What follows belongs to an exercise in optimizing a design on an open flow for small area and a short achievable clock period; a production flow would make more cautious choices. Function was checked by simulation only, so behaviour that the tests miss may differ from the original. Power and IR drop assume default switching activity.

==> design/flow/run.sh <==
#!/bin/bash
# synth_recipe.tcl (not shown) runs the flow's synth.tcl, then flattens the netlist and writes it again
# the make line also repeats each setting of config.mk as NAME=value (left out here)
make -C /OpenROAD-flow-scripts/flow DESIGN_CONFIG=/design/flow/config.mk WORK_HOME=/design/flow/orfs CLKGATE_MAP_FILE= SYNTH_SCRIPT=/design/flow/synth_recipe.tcl finish
==> design/flow/config.mk <==
export PLATFORM = sky130hd
export DESIGN_NAME = icmp_echo_top
export DESIGN_NICKNAME = icmp_echo_top
export VERILOG_FILES = /design/flow/design.v
export SDC_FILE = /design/flow/constraint.sdc
export NUM_CORES = 4
export LEC_CHECK = 0
export CAP_MARGIN = 20
export CORE_MARGIN = 2
export CORE_UTILIZATION = 40
export SLEW_MARGIN = 20
==> design/flow/constraint.sdc <==
create_clock -name core_clock -period 6.0 [get_ports {clk}]
set_input_delay 1.2000 -clock core_clock [delete_from_list [all_inputs] [get_ports {clk}]]
set_output_delay 1.2000 -clock core_clock [all_outputs]
set_load 0.01 [all_outputs]
==> design/flow/design.v <==
package icmp_pkg;
    typedef struct packed {
        logic [7:0]  code;
        logic [15:0] id;
        logic [15:0] seq;
        logic [15:0] reply_checksum;    
        logic [15:0] msg_len;           
    } icmp_echo_info_t;
    typedef struct packed {
        logic                    en;
        logic [8-1:0] addr;    
        logic [7:0]              data;
    } icmp_ram_wr_t;
endpackage
`timescale 1ns/1ns
module icmp_payload_ram
(
    input  logic                    clk,
    input  icmp_pkg::icmp_ram_wr_t  wr,
    input  logic [8-1:0] rd_addr,
    output logic [7:0]              rd_data
);
    logic [7:0] mem [256];
    always_ff @(posedge clk)
    begin
        if (wr.en)
            mem[wr.addr] <= wr.data;
        rd_data <= mem[rd_addr];
    end
endmodule
`timescale 1ns/1ns
module icmp_echo_rx
(
    input  logic                      clk,
    input  logic                      rstn,
    input  logic                      rx_req,
    input  logic [15:0]               rx_len,
    input  logic [7:0]                rx_data,
    input  logic                      rx_error,
    input  logic                      reply_done,
    output icmp_pkg::icmp_ram_wr_t    wr,
    output icmp_pkg::icmp_echo_info_t reply_info,
    output logic                      reply_start
);
    typedef enum logic [2:0] {
        S_IDLE,
        S_RECV,
        S_PAD,
        S_FOLD1,
        S_FOLD2,
        S_VERIFY,
        S_BUSY
    } state_t;
    state_t      state;
    logic [15:0] cnt;         
    logic [7:0]  hi_byte;     
    logic [31:0] sum_chk;     
    logic [31:0] sum_rep;     
    logic [15:0] word_in;
    logic [15:0] word_rep;
    logic [15:0] wr_off;
    logic        len_ok;
    logic        bad_byte;
    function automatic logic [31:0] fold(input logic [31:0] s);
        fold = {16'h0000, s[15:0]} + {16'h0000, s[31:16]};
    endfunction
    assign len_ok = (rx_len >= 16'(8)) &&
                    (rx_len <= 16'(8 + 256));
    assign bad_byte = rx_error || (cnt == 16'd0 && rx_data != 8'd8);
    assign word_in = {hi_byte, rx_data};
    assign wr_off  = cnt - 16'(8);
    always_comb
    begin
        case (cnt)
            16'd1:   word_rep = {8'd0, rx_data};    
            16'd3:   word_rep = 16'h0000;                       
            default: word_rep = word_in;
        endcase
    end
    always_comb
    begin
        wr.en   = (state == S_RECV) && (cnt >= 16'(8)) && !bad_byte;
        wr.addr = wr_off[8-1:0];
        wr.data = rx_data;
    end
    always_ff @(posedge clk)
    begin
        if (!rstn)
        begin
            state       <= S_IDLE;
            cnt         <= '0;
            reply_start <= 1'b0;
        end
        else
        begin
            reply_start <= 1'b0;
            case (state)
                S_IDLE:
                begin
                    cnt <= '0;
                    if (rx_req && len_ok)
                        state <= S_RECV;
                end
                S_RECV:
                begin
                    cnt <= cnt + 16'd1;
                    if (bad_byte)
                        state <= S_IDLE;    
                    else if (cnt == reply_info.msg_len - 16'd1)
                        state <= S_PAD;
                end
                S_PAD:
                    state <= S_FOLD1;
                S_FOLD1:
                    state <= S_FOLD2;
                S_FOLD2:
                    state <= S_VERIFY;
                S_VERIFY:
                begin
                    if (sum_chk[15:0] == 16'hffff)
                    begin
                        reply_start <= 1'b1;
                        state       <= S_BUSY;
                    end
                    else
                        state <= S_IDLE;
                end
                S_BUSY:
                begin
                    if (reply_done)
                        state <= S_IDLE;
                end
                default:
                    state <= S_IDLE;
            endcase
        end
    end
    always_ff @(posedge clk)
    begin
        case (state)
            S_IDLE:
            begin
                sum_chk <= '0;
                sum_rep <= '0;
                if (rx_req)
                    reply_info.msg_len <= rx_len;
            end
            S_RECV:
            begin
                if (!cnt[0])
                    hi_byte <= rx_data;
                else
                begin
                    sum_chk <= sum_chk + {16'h0000, word_in};
                    sum_rep <= sum_rep + {16'h0000, word_rep};
                end
                case (cnt)
                    16'd1:   reply_info.code      <= rx_data;
                    16'd4:   reply_info.id[15:8]  <= rx_data;
                    16'd5:   reply_info.id[7:0]   <= rx_data;
                    16'd6:   reply_info.seq[15:8] <= rx_data;
                    16'd7:   reply_info.seq[7:0]  <= rx_data;
                    default: ;
                endcase
            end
            S_PAD:
            begin
                if (reply_info.msg_len[0])    
                begin
                    sum_chk <= sum_chk + {16'h0000, hi_byte, 8'h00};
                    sum_rep <= sum_rep + {16'h0000, hi_byte, 8'h00};
                end
            end
            S_FOLD1, S_FOLD2:
            begin
                sum_chk <= fold(sum_chk);
                sum_rep <= fold(sum_rep);
            end
            S_VERIFY:
                reply_info.reply_checksum <= ~sum_rep[15:0];
            default: ;
        endcase
    end
endmodule
`timescale 1ns/1ns
module icmp_echo_tx #(
    parameter int unsigned timeout_cycles = 1023
)
(
    input  logic                      clk,
    input  logic                      rstn,
    input  logic                      reply_start,
    input  icmp_pkg::icmp_echo_info_t reply_info,
    input  logic                      ip_tx_ack,
    input  logic                      data_req,
    input  logic                      mac_send_end,
    input  logic [7:0]                rd_data,
    output logic [8-1:0]   rd_addr,
    output logic                      reply_done,
    output logic                      tx_req,
    output logic                      tx_ready,
    output logic [7:0]                tx_data,
    output logic                      tx_end
);
    localparam int tmr_w = $clog2(timeout_cycles + 1);
    typedef enum logic [2:0] {
        T_IDLE,
        T_WAIT_ACK,
        T_READY,
        T_SEND,
        T_WAIT_END
    } state_t;
    state_t           state;
    logic [15:0]      cnt;          
    logic [tmr_w-1:0] timer;
    logic [15:0]      rd_off;
    logic             last_byte;
    logic [7:0]       next_byte;
    assign rd_off    = cnt + 16'd1 - 16'(8);
    assign rd_addr   = rd_off[8-1:0];
    assign last_byte = (cnt == reply_info.msg_len - 16'd1);
    always_comb
    begin
        case (cnt)
            16'd0:   next_byte = 8'd0;
            16'd1:   next_byte = reply_info.code;
            16'd2:   next_byte = reply_info.reply_checksum[15:8];
            16'd3:   next_byte = reply_info.reply_checksum[7:0];
            16'd4:   next_byte = reply_info.id[15:8];
            16'd5:   next_byte = reply_info.id[7:0];
            16'd6:   next_byte = reply_info.seq[15:8];
            16'd7:   next_byte = reply_info.seq[7:0];
            default: next_byte = rd_data;    
        endcase
    end
    always_ff @(posedge clk)
    begin
        if (!rstn)
        begin
            state      <= T_IDLE;
            cnt        <= '0;
            timer      <= '0;
            reply_done <= 1'b0;
            tx_req     <= 1'b0;
            tx_ready   <= 1'b0;
            tx_data    <= 8'h00;
            tx_end     <= 1'b0;
        end
        else
        begin
            reply_done <= 1'b0;
            tx_end     <= 1'b0;
            tx_data    <= 8'h00;
            case (state)
                T_IDLE:
                begin
                    cnt   <= '0;
                    timer <= '0;
                    if (reply_start)
                    begin
                        tx_req <= 1'b1;
                        state  <= T_WAIT_ACK;
                    end
                end
                T_WAIT_ACK:
                begin
                    if (ip_tx_ack)
                    begin
                        tx_req   <= 1'b0;
                        tx_ready <= 1'b1;
                        state    <= T_READY;
                    end
                end
                T_READY:
                begin
                    timer <= timer + 1'b1;
                    if (data_req)
                    begin
                        tx_ready <= 1'b0;
                        state    <= T_SEND;
                    end
                    else if (timer == tmr_w'(timeout_cycles))
                    begin
                        tx_ready   <= 1'b0;
                        reply_done <= 1'b1;    
                        state      <= T_IDLE;
                    end
                end
                T_SEND:
                begin
                    cnt     <= cnt + 16'd1;
                    tx_data <= next_byte;
                    tx_end  <= last_byte;
                    if (last_byte)
                        state <= T_WAIT_END;
                end
                T_WAIT_END:
                begin
                    if (mac_send_end)
                    begin
                        reply_done <= 1'b1;
                        state      <= T_IDLE;
                    end
                end
                default:
                    state <= T_IDLE;
            endcase
        end
    end
endmodule
`timescale 1ns/1ns
module icmp_echo_top #(
    parameter int unsigned tx_timeout = 1023
)
(
    input  logic        clk,
    input  logic        rstn,
    input  logic        rx_req,
    input  logic [15:0] rx_len,
    input  logic [7:0]  rx_data,
    input  logic        rx_error,
    input  logic        ip_tx_ack,
    input  logic        data_req,
    input  logic        mac_send_end,
    output logic        tx_req,
    output logic        tx_ready,
    output logic [7:0]  tx_data,
    output logic        tx_end
);
    icmp_pkg::icmp_ram_wr_t    wr;
    icmp_pkg::icmp_echo_info_t reply_info;
    logic                      reply_start;
    logic                      reply_done;
    logic [8-1:0]   rd_addr;
    logic [7:0]                rd_data;
    icmp_echo_rx u_rx (
        .clk         (clk),
        .rstn        (rstn),
        .rx_req      (rx_req),
        .rx_len      (rx_len),
        .rx_data     (rx_data),
        .rx_error    (rx_error),
        .reply_done  (reply_done),
        .wr          (wr),
        .reply_info  (reply_info),
        .reply_start (reply_start)
    );
    icmp_payload_ram u_ram (
        .clk     (clk),
        .wr      (wr),
        .rd_addr (rd_addr),
        .rd_data (rd_data)
    );
    icmp_echo_tx #(
        .timeout_cycles (tx_timeout)
    ) u_tx (
        .clk          (clk),
        .rstn         (rstn),
        .reply_start  (reply_start),
        .reply_info   (reply_info),
        .ip_tx_ack    (ip_tx_ack),
        .data_req     (data_req),
        .mac_send_end (mac_send_end),
        .rd_data      (rd_data),
        .rd_addr      (rd_addr),
        .reply_done   (reply_done),
        .tx_req       (tx_req),
        .tx_ready     (tx_ready),
        .tx_data      (tx_data),
        .tx_end       (tx_end)
    );
endmodule
==> notes.md <==
-- worst max-delay path by stage --
stage,from,end,depth (start not counted)
floorplan,u_rx.state[1],u_rx.sum_chk[10],3
global placement,rx_data[4],u_ram.mem[76][3],10
detailed placement,rx_data[4],u_ram.mem[76][3],10
CTS,u_rx.cnt[11],u_rx.sum_rep[16],14
global route,u_rx.cnt[11],u_rx.sum_rep[16],14
finish,u_rx.cnt[11],u_rx.sum_rep[16],14
-- cells in the mapped netlist, types with 6 or more instances --
cell         n  area (um2)
buf_1       57       214.0
dfxtp_1     69        1381
inv_1       53       198.9
edfxtp_1  2192       65820
o221ai_1    15       131.4
xor2_1      38       332.8
nor4_1      19       118.9
and3_1      38       237.7
nor3_1      46       230.2
mux4_2     640       14410
a32o_1       6       60.06
o21ai_0    104       520.5
nor3b_1      9       67.56
clkbuf_1   185       694.4
nor2_1     378        1419
and2_1      30       187.7
a211oi_1    13       97.59
a31o_2       6       52.55
or2_2        9       56.30
ha_1        88        1101
mux2i_1     22       220.2
a21boi_0    13       97.59
nand2b_1    13       81.33
nand4_1     20       125.1
and4_1      10       87.58
xnor2_1     55       481.7
a21oi_1    116       580.6
nor2b_1     39       244.0
buf_2       19       95.09
a21o_1      32       240.2
a221oi_1    31       271.5
a222oi_1     9       90.09
o22ai_1     22       137.6
nand3_1     51       255.2
a31oi_1     31       193.9
o21a_1      22       165.2
or3_1        7       43.79
a22o_1      27       236.5
a22oi_1     52       390.4
nand2_1    157       589.3
o21bai_1    10       75.07
fa_1         6       120.1
-- metal layers --
layer / wire length (um) / GRT usage, % / vias up
li1: - / - / 20600
met1: 102100 / 29.02 / 25850
met5: 25 / 0 / -
met4: 5591 / 5.171 / 4
met3: 17970 / 3.427 / 312
met2: 113000 / 31.44 / 2076
-- power by group --
part	leakage [nW]	switching, mW	internal, mW	total [mW]
registers	20.4	0.476	17.7	18.2
clock network	3.61	6.04	7.96	14.0
logic	8.70	2.33	1.34	3.67
total	32.7	8.85	27.0	35.9
-- area by class of cell --
type,instances,area (um2)
multi-input combinational,2284,24890
inverter,54,202.7
antenna,5,12.51
tap,3043,3807
clock inverter,149,1448
timing repair buffer,269,2420
sequential,2261,67210
fill,19360,126200
clock buffer,277,5951
-- state kept, by name, indices dropped and copies added, names as in the netlist --
signal            flops
u_ram.mem          2048
u_ram.rd_data         8
u_rx.cnt             16
u_rx.hi_byte          8
u_rx.reply_info      72
u_rx.reply_start      1
u_rx.state            3
u_rx.sum_chk         32
u_rx.sum_rep         32
u_tx.cnt             16
u_tx.reply_done       1
u_tx.state            3
u_tx.timer           10
u_tx.tx_data          8
u_tx.tx_end           1
u_tx.tx_ready         1
u_tx.tx_req           1
-- cell usage in the layout, fill, tap and decap left out, types with 46 or more instances in the layout --
cell,count
edfxtp_1,2192
mux4_2,640
nor2_1,373
clkbuf_16,229
buf_4,207
nand2_1,144
a21oi_1,116
o21ai_0,104
ha_1,87
dfxtp_1,68
clkinv_1,57
xnor2_1,54
inv_1,53
a22oi_1,52
clkinv_2,49
nand3_1,47
nor3_1,46
-- logic make-up (layout without fill, tap and decap cells) --
logic type	count (synthesis)	count (layout)	share of synthesized area, %
DFF	2261	2261	72.08
and+or+nand+nor	851	851	4.272
muxes	665	665	15.73
AOI/OAI and AO/OA	574	574	4.190
buffers and inverters	323	749	1.384
xor gates and xnor gates	99	99	1.020
adders and majority gates	95	95	1.321
other	0	5	0
-- worst min-delay path, stage by stage, from the launching register on --
cell and delay, ns:
dfxtp_1 0.34, nand2_1 0.06, a21boi_0 0.06
-- through the flow --
step	power [mW]	instances	setup WS (ns)	cell area (um2)	hold slack, ns
floorplan	20.81	4868	1.113	93230	0.4717
global placement	22.09	7910	1.129	98500	0.4900
detailed placement	22.14	7910	1.149	98510	0.4998
CTS	36.07	8336	1.258	105900	0.5078
global route	37.12	8339	0.9122	105900	0.5317
finish	35.88	8342	1.197	105900	0.5065
==> results.toml <==
[synth]
synth_area_um2 = 93230
netlist_instances = 4868
syn-num-nets = 4993
synth_flop_cell = "edfxtp_1"
synth_edf_count = 2192
avgSynthCellArea_um2 = 19.15
post_synth_num_cell_types = 93
synthArstFlopShare_pct = 0
ys_ff_latch = 2261
yosysWarnings = 3
ys_seq_area_share_pct = 72.08

[worst_setup_path]
rrSetupSlack_ns = 1.20
path_cells = "nor4_1 > and4_1 > nand4_1 > and2_1 > ha_1 > fa_1 > nand3_1 > nand2_1 > a211oi_1 > a21oi_1 > o41a_1 > a22o_1 > o21ai_0 > o221ai_1"
crit_fanout = 9
slowest_delay_ns = 0.54
cp_top_family = "simple AND/OR/NAND/NOR gates"
reg2regPathDepth = 14
crit_buf_inv = 0
start_kind = "flop"
crit_required_ns = 6.58
timing.rr.start = "u_rx.cnt[11]"
worst_ep_arrival_time_ns = 5.39
cpMaxStageDelayCell = "o41a_1"
critPathCaptureType = "flop"
reg2reg_to = "u_rx.sum_rep[16]"
path_class = "flop to flop"

[cts]
cts_setup_buffers = 0
post_cts_resized = 0
cts_sinks = 2261
cts_buffers = 227
htree_levels = 4
clock_tree.root_cell = "clkbuf_16"
cts_buffer_depth = 3
cts-hold-fix-buffers = 0
worstSkewPairLatency_ns = 0.88
path_clk_slew_ns = 0.07
cts_tree = "built"

[global_route]
grt_max_degree = 167
grtUsageTotal_pct = 20.00
antenna_found_initial = 6
first_global_vias = 48510
grt_pass1_wl_mm = 346.7
overflow = 0

[outcome]
status = "complete, no violations"

[floorplan]
start_util_pct = 40.17
dieHeight_um = 486.8
core_um2 = 232100
pin_count = 42
die_w_um = 486.8
dieArea_um2 = 237000
std_cell_rows = 177

[detailed_routing]
drt_pass1_iterations = 6
viasPerCell = 5.855
drc = 0
post_drt_wl_per_cell_um = 28.61
postRouteAntennaNets = 0
wirelength_mm = 238.7
drtIter0Drc = 5903
vias = 48840

[cells_and_area]
final_util_pct = 45.64
areaGrowthSynthToFinish_pct = 13.63
final_nets = 5222
drive_above_1_share_pct = 23.93

[sta]
fin_tns_setup_ns = 0
worstMarginPinSlew_ns = 1.097
slew_viol_final = 0
finalHoldViolCount = 0
fmax_mhz = 208.2
fin_crit_sh_pct = 80.05
grt_setup_unrepaired = "false"
finalCriticalPeriod_ns = 4.803
relSlewSlack_pct = 26.84
setup_violations = 0
final.setup_skew_ns = 0.06521

[place]
port_buffers = 41
hpwl_mm = 147.1
place.gp.congestion = 0.8690

[worst_hold_path]
hold_depth = 2
hp-class = "flop to flop"
min_to = "u_tx.timer[1]"
hp-start = "u_tx.timer[1]"

[pwr]
p_per_area_nw_per_um2 = 338.6
peakVddDrop_v = 0.0003000
p_leak_nw = 32.70

[run]
cap_violations = 0

-- port drivers added, routing unchanged --
No port has a modelled driver above. Below, the same layout with a new extraction and two added sets of constraints. Step 1: set_driving_cell puts a clkbuf_16 on clk and a buf_2 on each other input, an assumption about the parent block. Step 2 also shifts input and output timing later by t, the mid clock arrival at the registers, as if the neighbouring blocks saw the same clock. a / b / c = no drivers / after step 1 / after step 2; a / b = the first two.
t, ns: 0.939
slack for setup (ns): 1.197 / 1.197 / 1.070
hold WS [ns]: 0.507 / 0.507 / 0.507
After both steps setup and hold are still met in this run. The setup slack of this run moves by 0.000 ns with the drivers and by -0.127 ns with both steps.
